Background: an optimization exercise with open tools, aiming at small area, a short achievable clock period and few clock cycles per item. Do not read the settings as production practice. Only simulation tests tie the RTL to the original design; equivalence was not proved.

==> flow/design.v (excerpt) <==
module matvec3
(
    input  logic               clk,
    input  logic               reset,
    input  logic               input_valid,
    output logic               input_ready,
    input  logic signed [13:0] input_data,
    output logic               output_valid,
    input  logic               output_ready,
    output logic signed [27:0] output_data
);
Size: about 1200 cells after synthesis, about 48 I/O pins.
export LEC_CHECK = 0
export ABC_AREA = 0
export CAP_MARGIN = 20
export CORE_MARGIN = 2
export CORE_UTILIZATION = 40
export CTS_BUF_LIST = sky130_fd_sc_hd__clkbuf_8
export CTS_CLUSTER_SIZE = 40
export SETUP_SLACK_MARGIN = 4.1
export SLEW_MARGIN = 20
create_clock -name core_clock -period 7.0 [get_ports {clk}]
run.sh (not shown) runs the stock make flow with config.mk's settings and CLKGATE_MAP_FILE= SYNTH_SCRIPT=/design/flow/synth_recipe.tcl, a recipe that flattens the netlist after the stock synthesis.
Testbench counts at the start, summed over its fixed seeds: cycles 4,680, items 1,152.
Then changed:
ABC_AREA = 1   (was 0)
CORE_UTILIZATION = 55   (was 40)
After rerunning: The new run finished with timing, DRC and antenna clean; wire length came out higher by about 15%; die area shrinks by about 24%; final area came out higher by 2.2%; count of clock-buffer cells in the layout shrinks by 4; sequential cell count does not change.
Then changed:
==> flow/flow/run.sh (new file) <==
#!/bin/bash
# The standard layout, with clock tree synthesis told not to add dummy
# loads for balancing. Everything else is the standard.sh.
set -o pipefail
export CTS_ARGS="-sink_clustering_enable -repair_clock_nets -sink_clustering_size 40 -buf_list sky130_fd_sc_hd__clkbuf_8 -dont_use_dummy_load"
bash standard.sh > standard.log 2>&1
==> flow/standard.sh (new file) <==
#!/bin/bash
# synth_recipe.tcl (not shown) runs the flow's synth.tcl, then flattens the netlist and writes it again
# the make line also repeats each setting of config.mk as NAME=value (left out here)
make -C /OpenROAD-flow-scripts/flow DESIGN_CONFIG=/design/flow/config.mk WORK_HOME=/design/flow/orfs CLKGATE_MAP_FILE= SYNTH_SCRIPT=/design/flow/synth_recipe.tcl "${@:-finish}"
CORE_UTILIZATION = 40   (was 55)
removed: flow/run.sh
Result: Non-clock buffer count is lower by 11. Via count is lower by 2.2%. Setup slack improves by 81 ps. Sequential share of layout area is higher by 0.97 points. Routed wire length is lower by 2.4%. Maximum frequency is higher by 2.8%.
Then changed:
==> flow/run.sh (new file) <==
#!/bin/bash
# synth_recipe.tcl (not shown) runs the flow's synth.tcl, then flattens the netlist and writes it again
# the make line also repeats each setting of config.mk as NAME=value (left out here)
make -C /OpenROAD-flow-scripts/flow DESIGN_CONFIG=/design/flow/config.mk WORK_HOME=/design/flow/orfs CLKGATE_MAP_FILE= SYNTH_SCRIPT=/design/flow/synth_recipe.tcl finish
SETUP_SLACK_MARGIN = 4.3   (was 4.1)
removed: flow/flow/run.sh
removed: flow/standard.sh
Result:
- maximum frequency hardly moves
- via count rose by 5.7%
- non-clock buffer count rose by 71
Then changed:
==> flow/flow/run.sh (new file) <==
#!/bin/bash
# The standard layout (standard.sh) with two changes:
# - clock tree synthesis adds no dummy loads to balance the tree;
# - the port buffers are buf_1 cells.
set -o pipefail
export CTS_ARGS="-sink_clustering_enable -repair_clock_nets -sink_clustering_size 40 -buf_list sky130_fd_sc_hd__clkbuf_8 -dont_use_dummy_load"
export BUFFER_PORTS_ARGS="-buffer_cell sky130_fd_sc_hd__buf_1"
bash standard.sh > standard.log 2>&1
==> flow/standard.sh (new file) <==
#!/bin/bash
# synth_recipe.tcl (not shown) runs the flow's synth.tcl, then flattens the netlist and writes it again
# the make line also repeats each setting of config.mk as NAME=value (left out here)
make -C /OpenROAD-flow-scripts/flow DESIGN_CONFIG=/design/flow/config.mk WORK_HOME=/design/flow/orfs CLKGATE_MAP_FILE= SYNTH_SCRIPT=/design/flow/synth_recipe.tcl "${@:-finish}"
SETUP_SLACK_MARGIN = 4.1   (was 4.3)
removed: flow/run.sh
Result: Core utilization goes down by 4.3 points. Via count goes down by 5.3%. Die area stays the same. Final cell count goes down by 5.0%.

========
Starting RTL as in the previous note.
export LEC_CHECK = 0
export ABC_AREA = 1
export CAP_MARGIN = 20
export CORE_MARGIN = 2
export CORE_UTILIZATION = 40
export CTS_BUF_LIST = sky130_fd_sc_hd__clkbuf_4
export CTS_CLUSTER_SIZE = 40
export SETUP_SLACK_MARGIN = 4.1
export SLEW_MARGIN = 20
create_clock -name core_clock -period 7.0 [get_ports {clk}]
Stock flow here: none of the scripts above is used.
The baseline produced a clean layout.
Testbench counts at the start, summed over its fixed seeds: cycles 4,680, items 1,152.
Change:
--- a/flow/config.mk
+++ b/flow/config.mk
@@ -10,5 +10,5 @@
 export CORE_MARGIN = 2
 export CORE_UTILIZATION = 40
-export CTS_BUF_LIST = sky130_fd_sc_hd__clkbuf_4
+export CTS_BUF_LIST = sky130_fd_sc_hd__clkbuf_8
 export CTS_CLUSTER_SIZE = 40
 export SETUP_SLACK_MARGIN = 4.1
The new run completed with no timing, DRC or antenna violations.
Utilization climbs by 0.39 points.
Wire length went down by 0.39%.
Design area grows by 0.81%.
Setup slack improves by 36 ps.
Worst hold slack degrades by 7.3 ps.
Synthesized cell count is unchanged.
Count of clock-buffer cells in the layout goes down by 54.
Final cell count is lower by 2.3%.

========
matvec3, a different RTL version from the one above (not shown whole).
For scale: about 290 flip-flops, about 48 I/O pins, ~14000 sq um of cells after synthesis.
Settings: LEC_CHECK=0, ABC_AREA=1, CAP_MARGIN=20, CORE_MARGIN=2, CORE_UTILIZATION=40, CTS_BUF_LIST=sky130_fd_sc_hd__clkbuf_8, CTS_CLUSTER_SIZE=40, SETUP_SLACK_MARGIN=4.1, SLEW_MARGIN=20; clock period 7.0 ns.
standard.sh (not shown) runs the stock make flow with config.mk's settings and CLKGATE_MAP_FILE= SYNTH_SCRIPT=/design/flow/synth_recipe.tcl, a recipe that flattens the netlist after the stock synthesis.
==> flow/flow/run.sh <==
#!/bin/bash
# The standard layout (standard.sh) with three changes:
# - synthesis skips the quick abc pass inside yosys's synth command
#   (SYNTH_ARGS=-noabc), so the adder cells are extracted from the design's
#   own full-adder logic; the registers are the standard synthesis's;
# - clock tree synthesis adds no dummy loads to balance the tree;
# - the port buffers are buf_1 cells.
set -o pipefail
export SYNTH_ARGS="-noabc"
export CTS_ARGS="-sink_clustering_enable -repair_clock_nets -sink_clustering_size 40 -buf_list sky130_fd_sc_hd__clkbuf_8 -dont_use_dummy_load"
export BUFFER_PORTS_ARGS="-buffer_cell sky130_fd_sc_hd__buf_1"
bash standard.sh > standard.log 2>&1
Testbench counts at the start, summed over its fixed seeds: cycles 4,680, items 1,152.
Change:
==> flow/flow/run.sh (replaced) <==
#!/bin/bash
# The standard layout (standard.sh) with two changes:
# - clock tree synthesis adds no dummy loads to balance the tree;
# - the port buffers are buf_1 cells.
set -o pipefail
export CTS_ARGS="-sink_clustering_enable -repair_clock_nets -sink_clustering_size 40 -buf_list sky130_fd_sc_hd__clkbuf_8 -dont_use_dummy_load"
export BUFFER_PORTS_ARGS="-buffer_cell sky130_fd_sc_hd__buf_1"
bash standard.sh > standard.log 2>&1
--- a/flow/config.mk
+++ b/flow/config.mk
@@ -12,4 +12,4 @@
 export CTS_BUF_LIST = sky130_fd_sc_hd__clkbuf_8
 export CTS_CLUSTER_SIZE = 40
-export SETUP_SLACK_MARGIN = 4.1
+export SETUP_SLACK_MARGIN = 4.0
 export SLEW_MARGIN = 20
After rerunning:
- The new run completed without violations
- clock skew grows by 0.016 ns
- sequential cell count is unchanged
- wire length fell by 1.3%
- cell area went down by 2.8%
- worst setup slack is worse by 0.044 ns
Change:
--- a/flow/config.mk
+++ b/flow/config.mk
@@ -12,4 +12,4 @@
 export CTS_BUF_LIST = sky130_fd_sc_hd__clkbuf_8
 export CTS_CLUSTER_SIZE = 40
-export SETUP_SLACK_MARGIN = 4.0
+export SETUP_SLACK_MARGIN = 4.2
 export SLEW_MARGIN = 20
What happened: Clock skew barely changes. Wire length rises by 8.4%. Core utilization rises by 2.4 points. Maximum frequency stays flat. Synthesized area stays the same. Hold slack stays flat.
Change:
==> flow/run.sh (new file) <==
#!/bin/bash
# synth_recipe.tcl (not shown) runs the flow's synth.tcl, then flattens the netlist and writes it again
# the make line also repeats each setting of config.mk as NAME=value (left out here)
make -C /OpenROAD-flow-scripts/flow DESIGN_CONFIG=/design/flow/config.mk WORK_HOME=/design/flow/orfs CLKGATE_MAP_FILE= SYNTH_SCRIPT=/design/flow/synth_recipe.tcl finish
--- a/flow/config.mk
+++ b/flow/config.mk
@@ -12,4 +12,4 @@
 export CTS_BUF_LIST = sky130_fd_sc_hd__clkbuf_8
 export CTS_CLUSTER_SIZE = 40
-export SETUP_SLACK_MARGIN = 4.2
+export SETUP_SLACK_MARGIN = 4.1
 export SLEW_MARGIN = 20
removed: flow/flow/run.sh
removed: flow/standard.sh
- final area went up by 0.62%
- global-route usage rises by 0.14 points
- critical path depth does not change
- setup slack improves by 0.032 ns
- wire length goes down by 3.8%

========
matvec3, a different RTL version from the one above (not shown whole).
For scale: ~0.014 mm2 of cells after synthesis.
==> flow/config.mk <==
export PLATFORM = sky130hd
export DESIGN_NAME = matvec3
export DESIGN_NICKNAME = matvec3
export VERILOG_FILES = /design/flow/design.v
export SDC_FILE = /design/flow/constraint.sdc
export NUM_CORES = 4
export LEC_CHECK = 0
export ABC_AREA = 1
export CAP_MARGIN = 20
export CORE_MARGIN = 2
export CORE_UTILIZATION = 40
export CTS_BUF_LIST = sky130_fd_sc_hd__clkbuf_4
export CTS_CLUSTER_SIZE = 40
export SETUP_SLACK_MARGIN = 4.1
export SLEW_MARGIN = 20
==> flow/constraint.sdc <==
create_clock -name core_clock -period 7.0 [get_ports {clk}]
set_input_delay 1.4000 -clock core_clock [delete_from_list [all_inputs] [get_ports {clk}]]
set_output_delay 1.4000 -clock core_clock [all_outputs]
set_load 0.01 [all_outputs]
==> flow/flow/run.sh <==
#!/bin/bash
# The standard layout (standard.sh) with two changes:
# - clock tree synthesis adds no dummy loads to balance the tree;
# - the port buffers are buf_1 cells.
set -o pipefail
export CTS_ARGS="-sink_clustering_enable -repair_clock_nets -sink_clustering_size 40 -buf_list sky130_fd_sc_hd__clkbuf_4 -dont_use_dummy_load"
export BUFFER_PORTS_ARGS="-buffer_cell sky130_fd_sc_hd__buf_1"
bash standard.sh > standard.log 2>&1
Testbench counts at the start, summed over its fixed seeds: cycles 4,680, items 1,152.
Rerun with:
==> flow/flow/run.sh (replaced) <==
#!/bin/bash
# The standard layout (standard.sh) with two changes:
# - clock tree synthesis adds no dummy loads to balance the tree;
# - the port buffers are buf_1 cells.
set -o pipefail
export CTS_ARGS="-sink_clustering_enable -repair_clock_nets -sink_clustering_size 40 -buf_list sky130_fd_sc_hd__clkbuf_8 -dont_use_dummy_load"
export BUFFER_PORTS_ARGS="-buffer_cell sky130_fd_sc_hd__buf_1"
bash standard.sh > standard.log 2>&1
--- a/flow/config.mk
+++ b/flow/config.mk
@@ -11,3 +11,3 @@
 export CORE_UTILIZATION = 40
-export CTS_BUF_LIST = sky130_fd_sc_hd__clkbuf_4
+export CTS_BUF_LIST = sky130_fd_sc_hd__clkbuf_8
 export CTS_CLUSTER_SIZE = 40
After rerunning: Cell area falls by 1.1%; global-route usage shrinks by 0.38 points; synthesized area stays the same; via count went down by 2.3%; maximum frequency went down by 1.0%.
Rerun with:
==> flow/flow/run.sh (replaced) <==
#!/bin/bash
# The standard layout (standard.sh) with two changes:
# - clock tree synthesis adds no dummy loads to balance the tree, and
#   clusters up to 20 flip-flops within 110 um per leaf buffer;
# - the port buffers are buf_1 cells.
set -o pipefail
export CTS_ARGS="-sink_clustering_enable -repair_clock_nets -sink_clustering_size 20 -sink_clustering_max_diameter 110 -buf_list sky130_fd_sc_hd__clkbuf_16 -dont_use_dummy_load"
export BUFFER_PORTS_ARGS="-buffer_cell sky130_fd_sc_hd__buf_1"
bash standard.sh > standard.log 2>&1
--- a/flow/config.mk
+++ b/flow/config.mk
@@ -11,4 +11,2 @@
 export CORE_UTILIZATION = 40
-export CTS_BUF_LIST = sky130_fd_sc_hd__clkbuf_8
-export CTS_CLUSTER_SIZE = 40
 export SETUP_SLACK_MARGIN = 4.1
The new run finished clean.
Hold slack degrades by 0.019 ns.
Synthesized area does not change.
Clock-buffer cell count drops by 30.
Core utilization stays flat.
Rerun with:
==> flow/flow/run.sh (replaced) <==
#!/bin/bash
# The standard layout (standard.sh) with three changes:
# - synthesis skips the quick abc pass inside yosys's synth command
#   (SYNTH_ARGS=-noabc), so the adder cells are extracted from the design's
#   own full-adder logic; the registers are the standard synthesis's;
# - clock tree synthesis adds no dummy loads to balance the tree;
# - the port buffers are buf_1 cells.
set -o pipefail
export SYNTH_ARGS="-noabc"
export CTS_ARGS="-sink_clustering_enable -repair_clock_nets -sink_clustering_size 40 -buf_list sky130_fd_sc_hd__clkbuf_8 -dont_use_dummy_load"
export BUFFER_PORTS_ARGS="-buffer_cell sky130_fd_sc_hd__buf_1"
bash standard.sh > standard.log 2>&1
--- a/flow/config.mk
+++ b/flow/config.mk
@@ -11,3 +11,5 @@
 export CORE_UTILIZATION = 40
-export SETUP_SLACK_MARGIN = 4.1
+export CTS_BUF_LIST = sky130_fd_sc_hd__clkbuf_8
+export CTS_CLUSTER_SIZE = 40
+export SETUP_SLACK_MARGIN = 4.3
 export SLEW_MARGIN = 20
After rerunning: Worst setup slack degrades by 0.14 ns. Synthesized area is lower by about 0.8%. Clock-buffer cell count is higher by 30. Die area is lower by about 0.8%. Core utilization is higher by 6.3 points. Hold slack improves by 0.0092 ns. Cell count is higher by about 2.5%. Cell area is higher by 12%.

[static timing again, ports no longer ideal]
The results above use ideal ports. As a check the final layouts listed here were re-extracted and re-timed, cells and wires unchanged.
Step 1 sets driving cells, clkbuf_16 on the clock port and buf_2 on the other inputs (assumed; they add their load-dependent delay and slew).
Step 2 adds t to the input delays and takes it off the output delays; t is the mean of the earliest and latest rising clock arrival at the registers after step 1. Input paths then give back, and output paths get back, about the clock's delay inside the block.
Three values: no drivers, after step 1, after step 2; two values: the first two.
| run | t (ns) | setup WS [ns] | worst hold slack (ns) | worst setup path after step 2 | worst data-port slew with drivers (ns) |
|---|---|---|---|---|---|
| the first run of note 1 | 0.604 | 3.626 / 3.626 / 3.399 | 0.318 / 0.318 / 0.318 | input to register | 0.04 |
| the second run of note 1 | 0.625 | 4.061 / 4.061 / 3.566 | 0.319 / 0.319 / 0.319 | input to register | 0.04 |
| the third run of note 1 | 0.579 | 4.142 / 4.125 / 3.710 | 0.260 / 0.260 / 0.260 | input to register | 0.05 |
| the fourth run of note 1 | 0.638 | 4.135 / 4.135 / 3.606 | 0.316 / 0.316 / 0.316 | input to register | 0.04 |
| the fifth run of note 1 | 0.592 | 4.128 / 4.128 / 3.718 | 0.314 / 0.314 / 0.314 | input to register | 0.05 |
| the first run of note 2 | 0.716 | 4.122 / 4.122 / 3.545 | 0.302 / 0.302 / 0.302 | input to register | 0.05 |
| the second run of note 2 | 0.614 | 4.158 / 4.130 / 3.739 | 0.294 / 0.294 / 0.294 | input to register | 0.05 |
| the first run of note 3 | 0.581 | 4.144 / 4.144 / 3.653 | 0.314 / 0.314 / 0.314 | input to register | 0.05 |
| the second run of note 3 | 0.596 | 4.100 / 4.100 / 3.594 | 0.312 / 0.312 / 0.312 | input to register | 0.03 |
| the third run of note 3 | 0.585 | 4.099 / 4.099 / 3.795 | 0.312 / 0.312 / 0.312 | input to register | 0.03 |
| the fourth run of note 3 | 0.609 | 4.130 / 4.110 / 3.708 | 0.309 / 0.309 / 0.309 | input to register | 0.03 |
| the first run of note 4 | 0.700 | 4.181 / 4.181 / 3.693 | 0.276 / 0.276 / 0.276 | input to register | 0.06 |
| the second run of note 4 | 0.582 | 4.152 / 4.152 / 3.733 | 0.311 / 0.311 / 0.311 | input to register | 0.06 |
| the third run of note 4 | 0.541 | 4.158 / 4.158 / 3.787 | 0.292 / 0.292 / 0.292 | input to register | 0.06 |
| the fourth run of note 4 | 0.599 | 4.023 / 4.023 / 3.564 | 0.301 / 0.301 / 0.301 | input to register | 0.06 |
After both steps setup and hold are still met in every run listed. For the first run of note 2, which loses most, drivers alone change the setup slack by 0.000 ns; drivers and shift together by -0.577 ns.
